Background: an optimization exercise with open tools, aiming at small area, a short achievable clock period and few clock cycles per item. Do not read the settings as production practice. At most, simulation tests tie the RTL to the original design; equivalence was not proved. Power and IR drop assume default switching activity.

==> build 92 <==
==> flow/design.v (excerpt) <==
module wm_block_blender #(
    parameter  int DATA_W = 8,
    parameter  int MAX_M  = 8,
    localparam int IDX_W  = $clog2(MAX_M * MAX_M)
) (
    input  wire logic              clk,
    input  wire logic              rst,
    input  wire logic [IDX_W-1:0]  cfg_m,
    input  wire logic [DATA_W:0]   cfg_bthr,
    input  wire logic [7:0]        cfg_amin,
    input  wire logic [7:0]        cfg_amax,
    input  wire logic [7:0]        cfg_bmin,
    input  wire logic [7:0]        cfg_bmax,
    input  wire logic              s_valid,
    output logic                   s_ready,
    input  wire logic [DATA_W-1:0] s_data,
    output logic                   m_valid,
    input  wire logic              m_ready,
    output logic [DATA_W-1:0]      m_data,
    output logic                   m_last,
    output logic                   busy,
    output logic                   err
);
Settings: LEC_CHECK=0, ABC_AREA=1, CAP_MARGIN=20, CORE_MARGIN=2, CORE_UTILIZATION=50, CTS_CLUSTER_DIAMETER=100, CTS_CLUSTER_SIZE=28, SLEW_MARGIN=20, TNS_END_PERCENT=10; clock period 13.0 ns.
standard.sh (not shown) runs the stock make flow with config.mk's settings and CLKGATE_MAP_FILE= SYNTH_SCRIPT=/design/flow/synth_recipe.tcl, a recipe that flattens the netlist after the stock synthesis.
==> flow/flow/run.sh <==
#!/bin/bash
# Own flow: the standard ORFS flow (standard.sh) with two changes in how
# the layout is made; the clock, its period and the I/O constraints are
# unchanged:
#  * timing repair is asked to leave extra setup slack (SETUP_SLACK_MARGIN),
#  * the port buffers are sky130_fd_sc_hd__buf_4 cells.
set -euo pipefail
export SETUP_SLACK_MARGIN=9.5
export BUFFER_PORTS_ARGS="-buffer_cell sky130_fd_sc_hd__buf_4"
bash standard.sh > standard.log 2>&1
==> build 10: changes against build 92 <==
--- a/flow/design.v
+++ b/flow/design.v
@@ -21,25 +21,27 @@
     output logic                   m_last,
     output logic                   busy,
     output logic                   err
 );
     localparam int GAP = 5;
     logic       rdy_q;
-    logic       st_first, st_w, st_last;
-    logic [2:0] st_col, st_row;      
+    logic       st_first, st_w, st_last, st_rownz;
+    logic [5:0] st_k;
+    logic [2:0] st_col;
     logic [5:0] ac;                  
     logic [2:0] cnt;                 
     logic [2:0] nopen;               
     logic       err_q, busy_q;
     logic [2:0] mm1;                 
     logic [8:0] bthr;
     logic [7:0] bmin, bmax;
+    logic [5:0] nm1;                 
     logic [6:0] nsq;                 
     logic [7:0] n3;                  
     logic       xfer, bad, xfer_p, xfer_w, first_ok, cap;
-    logic       cfg_one;             
+    logic [5:0] cfg_nm1;
     logic [6:0] cfg_nsq;
     logic [7:0] cfg_n3;
     function automatic logic gt8(input logic [7:0] a, input logic [7:0] b);
         logic [7:0] g, e;
         logic [3:0] g1, e1;
         logic [1:0] g2, e2;
@@ -54,33 +56,52 @@
             e2[i] = e1[2*i+1] & e1[2*i];
         end
         gt8 = g2[1] | (e2[1] & g2[0]);
     endfunction
     always_comb begin
         xfer = s_valid && rdy_q;
-        cfg_one = (cfg_m[2:0] == 3'd1);
         bad  = (cfg_m == 6'd0) || (cfg_m[5:3] != 3'd0 && cfg_m[2:0] != 3'd0) ||
                (cfg_m[5:4] != 2'd0) ||
                gt8(cfg_amin, cfg_amax) || gt8(cfg_bmin, cfg_bmax);
         first_ok = st_first && !bad;
         cap    = xfer && st_first;
-        xfer_p = xfer && (st_first || !st_w);
+        xfer_p = xfer && (st_first ? !bad : !st_w);
         xfer_w = xfer && !st_first && st_w;
         case (cfg_m[2:0])
+            3'd1:    cfg_nm1 = 6'd0;
+            3'd2:    cfg_nm1 = 6'd3;
+            3'd3:    cfg_nm1 = 6'd8;
+            3'd4:    cfg_nm1 = 6'd15;
+            3'd5:    cfg_nm1 = 6'd24;
+            3'd6:    cfg_nm1 = 6'd35;
+            3'd7:    cfg_nm1 = 6'd48;
+            default: cfg_nm1 = 6'd63;
+        endcase
+        case (cfg_m[2:0])
             3'd1:    begin cfg_nsq = 7'd1;  cfg_n3 = 8'd3;   end
             3'd2:    begin cfg_nsq = 7'd4;  cfg_n3 = 8'd12;  end
             3'd3:    begin cfg_nsq = 7'd9;  cfg_n3 = 8'd27;  end
             3'd4:    begin cfg_nsq = 7'd16; cfg_n3 = 8'd48;  end
             3'd5:    begin cfg_nsq = 7'd25; cfg_n3 = 8'd75;  end
             3'd6:    begin cfg_nsq = 7'd36; cfg_n3 = 8'd108; end
             3'd7:    begin cfg_nsq = 7'd49; cfg_n3 = 8'd147; end
             default: begin cfg_nsq = 7'd64; cfg_n3 = 8'd192; end
         endcase
+        case (mm1)
+            3'd0:    nm1 = 6'd0;
+            3'd1:    nm1 = 6'd3;
+            3'd2:    nm1 = 6'd8;
+            3'd3:    nm1 = 6'd15;
+            3'd4:    nm1 = 6'd24;
+            3'd5:    nm1 = 6'd35;
+            3'd6:    nm1 = 6'd48;
+            default: nm1 = 6'd63;
+        endcase
     end
     logic [511:0] ring;
-    logic         a_p, a_first, a_colnz, a_rownz;
+    logic         a_p, a_first, a_last, a_colnz, a_rownz;
     logic [7:0]   a_d;
     logic [7:0]   tap_up, tap_p, upq;
     always_comb begin
         case (mm1)
             3'd0: tap_up = ring[511:504];
             3'd1: tap_up = ring[7:0];
@@ -145,45 +166,14 @@
     always_comb sp_s2 = div4(div4(sp, nsq, n3), nsq, n3);
     always_comb begin
         uq    = sp[7:0];
         dev   = ge ? 8'd0   : (uq[7] ? {1'b0, uq[6:0]} : (8'd128 - uq));
         cdev  = ge ? 8'd128 : (uq[7] ? (8'd0 - uq) : uq);
     end
-    function automatic logic [8:0] add8(input logic [7:0] a, input logic [7:0] b);
-        logic [7:0] g, p, gg, pp, gn, pn;
-        g = a & b;
-        p = a ^ b;
-        gg = g;
-        pp = p;
-        for (int k = 1; k < 8; k = k * 2) begin
-            for (int i = 0; i < 8; i++) begin
-                if (i >= k) begin
-                    gn[i] = gg[i] | (pp[i] & gg[i-k]);
-                    pn[i] = pp[i] & pp[i-k];
-                end else begin
-                    gn[i] = gg[i];
-                    pn[i] = pp[i];
-                end
-            end
-            gg = gn;
-            pp = pn;
-        end
-        add8 = {gg[7], p ^ {gg[6:0], 1'b0}};
-    endfunction
-    logic [13:0] sp_acc;
-    logic [5:0]  sp_hi1;
-    logic [8:0]  sp_lo;
-    always_comb begin
-        sp_hi1 = sp[13:8] + 6'd1;
-        sp_lo  = add8(st_first ? 8'd0 : sp[7:0], s_data);
-        if (st_first)      sp_acc = {6'd0, s_data};
-        else if (sp_lo[8]) sp_acc = {sp_hi1, sp_lo[7:0]};
-        else               sp_acc = {sp[13:8], sp_lo[7:0]};
-    end
     always_ff @(posedge clk) begin
-        if (xfer && (st_first || !st_w)) sp <= sp_acc;
+        if (xfer && (st_first || !st_w)) sp <= (st_first ? 14'd0 : sp) + {6'd0, s_data};
         else if (dv != 2'd0) sp <= sp_s2;
         g_q <= g_sum;
         if (g_v) dg <= (g_first ? 17'd0 : dg) + {8'd0, g_q} - {8'd0, bthr};
     end
     logic [7:0]  x1, x2, y1, y2;
     logic        o_pix, o_last, o_ka;
@@ -619,15 +609,17 @@
         first_nx = st_first;
         w_nx     = st_w;
         ac_nx    = ac + 6'd1;
         if (xfer) begin
             ac_nx = 6'd0;
             if (st_first) begin
-                first_nx = bad;
-                w_nx     = cfg_one;
-                if (cfg_one) ac_nx = 6'(64 - GAP);
+                if (!bad) begin
+                    first_nx = 1'b0;
+                    w_nx     = (cfg_nm1 == 6'd0);
+                    if (cfg_nm1 == 6'd0) ac_nx = 6'(64 - GAP);
+                end
             end else if (!st_w) begin
                 if (st_last) begin
                     w_nx  = 1'b1;
                     ac_nx = 6'(64 - GAP);
                 end
             end else if (st_last) begin
@@ -651,13 +643,13 @@
             cnt      <= cnt_nx;
             nopen    <= nopen_nx;
             busy_q   <= busy_nx;
             err_q    <= xfer && st_first && bad;
             a_p      <= xfer_p;
             g_v      <= a_p;
-            dv       <= {dv[0], xfer && (st_first ? (!bad && cfg_one) : (!st_w && st_last))};
+            dv       <= {dv[0], xfer && (st_first ? (!bad && cfg_nm1 == 6'd0) : (!st_w && st_last))};
             q2       <= dv[1];
             o_pix    <= xfer_w;
             o_ka     <= q2;
             b_pix    <= o_pix;
             b_ka     <= o_ka;
             b_kb     <= b_ka;
@@ -669,32 +661,35 @@
     end
     always_ff @(posedge clk) begin
         st_w <= w_nx;
         ac   <= ac_nx;
         if (xfer) begin
             if (st_first) begin
-                st_col  <= (cfg_m[2:0] == 3'd1) ? 3'd0 : 3'd1;
-                st_row  <= 3'd0;
-                st_last <= (cfg_m[2:0] == 3'd1);
+                st_k     <= 6'd1;
+                st_last  <= (cfg_nm1 == 6'd0) || (cfg_nm1 == 6'd1);
+                st_col   <= (cfg_m[2:0] == 3'd1) ? 3'd0 : 3'd1;
+                st_rownz <= 1'b0;
+                if (cfg_nm1 == 6'd0) st_k <= 6'd0;
             end else if (!st_w && st_last) begin
-                st_col  <= 3'd0;
-                st_row  <= 3'd0;
-                st_last <= 1'b0;             
+                st_k    <= 6'd0;
+                st_last <= (nm1 == 6'd0);
             end else begin
+                st_k    <= st_k + 6'd1;
+                st_last <= ((st_k + 6'd1) == nm1);
                 if (st_col == mm1) begin
-                    st_col <= 3'd0;
-                    st_row <= st_row + 3'd1;
+                    st_col   <= 3'd0;
+                    st_rownz <= 1'b1;
                 end else begin
                     st_col <= st_col + 3'd1;
                 end
-                st_last <= (st_col != mm1) && (st_col + 3'd1 == mm1) && (st_row == mm1);
             end
         end
         a_first <= st_first;
+        a_last  <= st_first ? (cfg_nm1 == 6'd0) : st_last;
         a_colnz <= !st_first && (st_col != 3'd0);
-        a_rownz <= !st_first && (st_row != 3'd0);
+        a_rownz <= !st_first && st_rownz;
         g_first <= a_first;
         o_last  <= st_last;
         b_last  <= o_last;
         if (cap) begin
             mm1  <= cfg_m[2:0] - 3'd1;
             nsq  <= cfg_nsq;
==> flow/flow/run.sh (replaced) <==
#!/bin/bash
# Own flow: the standard ORFS flow (standard.sh) with two changes in how
# the layout is made; the clock, its period and the I/O constraints are
# unchanged:
#  * timing repair is asked to leave extra setup slack (SETUP_SLACK_MARGIN),
#  * the port buffers are sky130_fd_sc_hd__buf_4 cells.
set -euo pipefail
export SETUP_SLACK_MARGIN=9.3
export BUFFER_PORTS_ARGS="-buffer_cell sky130_fd_sc_hd__buf_4"
bash standard.sh > standard.log 2>&1
Settings changed: ABC_AREA 1 to not set, CORE_UTILIZATION 50 to 40, CTS_CLUSTER_DIAMETER 100 to not set, CTS_CLUSTER_SIZE 28 to not set, TNS_END_PERCENT 10 to not set.
==> build 47: changes against build 92 <==
--- a/flow/design.v
+++ b/flow/design.v
@@ -19,21 +19,23 @@
     input  wire logic              m_ready,
     output logic [DATA_W-1:0]      m_data,
     output logic                   m_last,
     output logic                   busy,
     output logic                   err
 );
-    localparam int GAP = 5;
+    localparam int GAP_D = 5;
+    localparam int GAP_S = 4;
     logic       rdy_q;
     logic       st_first, st_w, st_last;
     logic [2:0] st_col, st_row;      
     logic [5:0] ac;                  
     logic [2:0] cnt;                 
     logic [2:0] nopen;               
     logic       err_q, busy_q;
     logic [2:0] mm1;                 
+    logic       pw2;                 
     logic [8:0] bthr;
     logic [7:0] bmin, bmax;
     logic [6:0] nsq;                 
     logic [7:0] n3;                  
     logic       xfer, bad, xfer_p, xfer_w, first_ok, cap;
     logic       cfg_one;             
@@ -89,31 +91,29 @@
             3'd4: tap_up = ring[31:24];
             3'd5: tap_up = ring[39:32];
             3'd6: tap_up = ring[47:40];
             default: tap_up = ring[55:48];
         endcase
         case (mm1)
-            3'd0: tap_p = ring[8*((1  + GAP - 2) % 64) +: 8];
-            3'd1: tap_p = ring[8*((4  + GAP - 2) % 64) +: 8];
-            3'd2: tap_p = ring[8*((9  + GAP - 2) % 64) +: 8];
-            3'd3: tap_p = ring[8*((16 + GAP - 2) % 64) +: 8];
-            3'd4: tap_p = ring[8*((25 + GAP - 2) % 64) +: 8];
-            3'd5: tap_p = ring[8*((36 + GAP - 2) % 64) +: 8];
-            3'd6: tap_p = ring[8*((49 + GAP - 2) % 64) +: 8];
-            default: tap_p = ring[8*((64 + GAP - 2) % 64) +: 8];
+            3'd0: tap_p = ring[8*((1  + GAP_S - 2) % 64) +: 8];
+            3'd1: tap_p = ring[8*((4  + GAP_S - 2) % 64) +: 8];
+            3'd2: tap_p = ring[8*((9  + GAP_D - 2) % 64) +: 8];
+            3'd3: tap_p = ring[8*((16 + GAP_S - 2) % 64) +: 8];
+            3'd4: tap_p = ring[8*((25 + GAP_D - 2) % 64) +: 8];
+            3'd5: tap_p = ring[8*((36 + GAP_D - 2) % 64) +: 8];
+            3'd6: tap_p = ring[8*((49 + GAP_D - 2) % 64) +: 8];
+            default: tap_p = ring[8*((64 + GAP_S - 2) % 64) +: 8];
         endcase
     end
     always_ff @(posedge clk) begin
         ring <= {ring[503:0], a_p ? a_d : ring[511:504]};
         a_d  <= s_data;
         upq  <= tap_up;
     end
     logic [8:0]  g_sum;
     logic [7:0]  d_left, d_up;
-    logic        g_v, g_first;
-    logic [8:0]  g_q;
     logic [13:0] sp;
     logic [16:0] dg;
     logic        ge;
     function automatic logic [7:0] absdiff(input logic [7:0] x, input logic [7:0] y);
         logic [8:0] t;
         t = {1'b0, x} - {1'b0, y};
@@ -123,13 +123,13 @@
         d_left = a_colnz ? absdiff(a_d, ring[7:0]) : 8'd0;
         d_up   = a_rownz ? absdiff(a_d, upq)       : 8'd0;
         g_sum  = {1'b0, d_left} + {1'b0, d_up};
         ge     = !dg[16];
     end
     logic [1:0]  dv;
-    logic        q2;
+    logic        qs, q2;
     logic [7:0]  uq, dev, cdev;
     logic [13:0] sp_s2;
     function automatic logic [13:0] div4(input logic [13:0] x, input logic [6:0] n,
                                          input logic [7:0] n3);
         logic [7:0] t;
         logic [8:0] d1, d2, d3;
@@ -141,13 +141,19 @@
         else if (!d2[8]) div4 = {d2[5:0], x[5:0], 2'd2};
         else if (!d1[8]) div4 = {d1[5:0], x[5:0], 2'd1};
         else             div4 = {t[5:0],  x[5:0], 2'd0};
     endfunction
     always_comb sp_s2 = div4(div4(sp, nsq, n3), nsq, n3);
     always_comb begin
-        uq    = sp[7:0];
+        case (mm1)
+            3'd0:    uq = sp[7:0];
+            3'd1:    uq = sp[9:2];
+            3'd3:    uq = sp[11:4];
+            3'd7:    uq = sp[13:6];
+            default: uq = sp[7:0];    
+        endcase
         dev   = ge ? 8'd0   : (uq[7] ? {1'b0, uq[6:0]} : (8'd128 - uq));
         cdev  = ge ? 8'd128 : (uq[7] ? (8'd0 - uq) : uq);
     end
     function automatic logic [8:0] add8(input logic [7:0] a, input logic [7:0] b);
         logic [7:0] g, p, gg, pp, gn, pn;
         g = a & b;
@@ -179,14 +185,13 @@
         else if (sp_lo[8]) sp_acc = {sp_hi1, sp_lo[7:0]};
         else               sp_acc = {sp[13:8], sp_lo[7:0]};
     end
     always_ff @(posedge clk) begin
         if (xfer && (st_first || !st_w)) sp <= sp_acc;
         else if (dv != 2'd0) sp <= sp_s2;
-        g_q <= g_sum;
-        if (g_v) dg <= (g_first ? 17'd0 : dg) + {8'd0, g_q} - {8'd0, bthr};
+        if (a_p) dg <= (a_first ? 17'd0 : dg) + {8'd0, g_sum} - {8'd0, bthr};
     end
     logic [7:0]  x1, x2, y1, y2;
     logic        o_pix, o_last, o_ka;
     logic [16:0] csa_r0, csa_r1, b_r0, b_r1, b_q;
     logic        b_pix, b_last, b_ka, b_kb;
     logic [7:0]  b_sat;
@@ -621,44 +626,44 @@
         ac_nx    = ac + 6'd1;
         if (xfer) begin
             ac_nx = 6'd0;
             if (st_first) begin
                 first_nx = bad;
                 w_nx     = cfg_one;
-                if (cfg_one) ac_nx = 6'(64 - GAP);
+                if (cfg_one) ac_nx = 6'(64 - GAP_S);
             end else if (!st_w) begin
                 if (st_last) begin
                     w_nx  = 1'b1;
-                    ac_nx = 6'(64 - GAP);
+                    ac_nx = pw2 ? 6'(64 - GAP_S) : 6'(64 - GAP_D);
                 end
             end else if (st_last) begin
                 first_nx = 1'b1;
             end
         end
     end
     always_ff @(posedge clk or negedge rst) begin
         if (!rst) begin
             rdy_q <= 1'b0;
             st_first <= 1'b1;
             cnt <= '0; nopen <= '0; err_q <= 1'b0; busy_q <= 1'b0;
-            a_p <= 1'b0; g_v <= 1'b0; dv <= '0; q2 <= 1'b0;
+            a_p <= 1'b0; dv <= '0; qs <= 1'b0; q2 <= 1'b0;
             o_pix <= 1'b0; o_ka <= 1'b0;
             b_pix <= 1'b0; b_ka <= 1'b0; b_kb <= 1'b0;
             m_valid <= 1'b0;
             fh <= '0; ft <= '0; fc <= '0;
         end else begin
             rdy_q    <= rdy_nx;
             st_first <= first_nx;
             cnt      <= cnt_nx;
             nopen    <= nopen_nx;
             busy_q   <= busy_nx;
             err_q    <= xfer && st_first && bad;
             a_p      <= xfer_p;
-            g_v      <= a_p;
-            dv       <= {dv[0], xfer && (st_first ? (!bad && cfg_one) : (!st_w && st_last))};
-            q2       <= dv[1];
+            dv       <= {dv[0], xfer && !st_first && !st_w && st_last && !pw2};
+            qs       <= xfer && (st_first ? (!bad && cfg_one) : (!st_w && st_last && pw2));
+            q2       <= dv[1] || qs;
             o_pix    <= xfer_w;
             o_ka     <= q2;
             b_pix    <= o_pix;
             b_ka     <= o_ka;
             b_kb     <= b_ka;
             if (out_free) m_valid <= (fc != 2'd0) || b_pix;
@@ -689,17 +694,18 @@
                 st_last <= (st_col != mm1) && (st_col + 3'd1 == mm1) && (st_row == mm1);
             end
         end
         a_first <= st_first;
         a_colnz <= !st_first && (st_col != 3'd0);
         a_rownz <= !st_first && (st_row != 3'd0);
-        g_first <= a_first;
         o_last  <= st_last;
         b_last  <= o_last;
         if (cap) begin
             mm1  <= cfg_m[2:0] - 3'd1;
+            pw2  <= (cfg_m[2:0] == 3'd1) || (cfg_m[2:0] == 3'd2) ||
+                    (cfg_m[2:0] == 3'd4) || (cfg_m[2:0] == 3'd0);
             nsq  <= cfg_nsq;
             n3   <= cfg_n3;
             bthr <= cfg_bthr;
             bmin <= cfg_bmin;
             bmax <= cfg_bmax;
         end
==> comparison <==
Area after synthesis: build 92 < build 47 < build 10. Utilization: build 10 < build 92 < build 47. Hold slack: build 47 > build 92 > build 10. Of build 10 and build 47, build 47 has the higher sequential share of layout area (gap 2.1 points). Between build 92 and build 47, the lower maximum frequency is in build 47 (gap about 30%, measured against build 47). Of build 10 and build 47, build 10 has the higher register-to-register slack (gap 960 ps). The lowest first-iteration DRC count belongs to build 10, the highest to build 92.
==> figures <==
item	build 47	build 10	build 92
Run status	finished clean	finished clean	finished clean
Number of antenna violations at the first check in global routing	4	2	2
Post-Synth Adder-Cell Area	0.147	0.142	0.143
Power spent charging and discharging nets	3080 uW	3780 uW	2880 uW
Post-detailed-routing wire length	61,800 um	62,700 um	59,900 um
Total clock buffers created by CTS	34	74	34
Share of the core filled with cells	0.573	0.483	0.564
Class of the most critical setup path	flop to flop	input port to flop	input port to flop
Proportion of cell area spent on the clock network	0.0324	0.0745	0.0309
Number of enable-type register cells in the synthesized netlist	131	134	130
Comb pwr share	0.464	0.457	0.438
CTS H-Tree Depth	2	3	2
Final worst hold slack	321 ps	287 ps	318 ps
Xor/xnor cell area share of the yosys netlist	0.0204	0.0299	0.0252
Post-placement worst setup slack	7680 ps	8080 ps	8300 ps
Testbench counts of build 92, summed over its fixed seeds: cycles 16,896, items 7,956.
For build 10 and build 47, only the layout was checked, not whether the RTL still works.

## afterwards: timing with drivers on the ports
In the flow no input, the clock included, has a driving cell. The finished layouts below were timed again as built, in two steps.
Step 1, drivers: a clkbuf_16 drives clk and a buf_2 each remaining input, both assumed.
Step 2 adds t to the input delays and takes it off the output delays; t is the mean of the earliest and latest rising clock arrival at the registers after step 1. Input paths then give back, and output paths get back, about the clock's delay inside the block.
Three values: ideal, step 1, step 2; two values: the first two.
run	t (ns)	slack for setup (ns)	worst data-port slew with drivers (ns)
build 92	0.629	9.198 / 9.104 / 8.475	0.15
build 10	0.674	8.820 / 8.811 / 8.137	0.08
build 47	0.650	8.066 / 8.066 / 8.066	0.08
After both steps setup and hold are still met in every run listed. For build 92, which loses most, drivers alone change the setup slack by -0.094 ns; drivers and shift together by -0.723 ns.
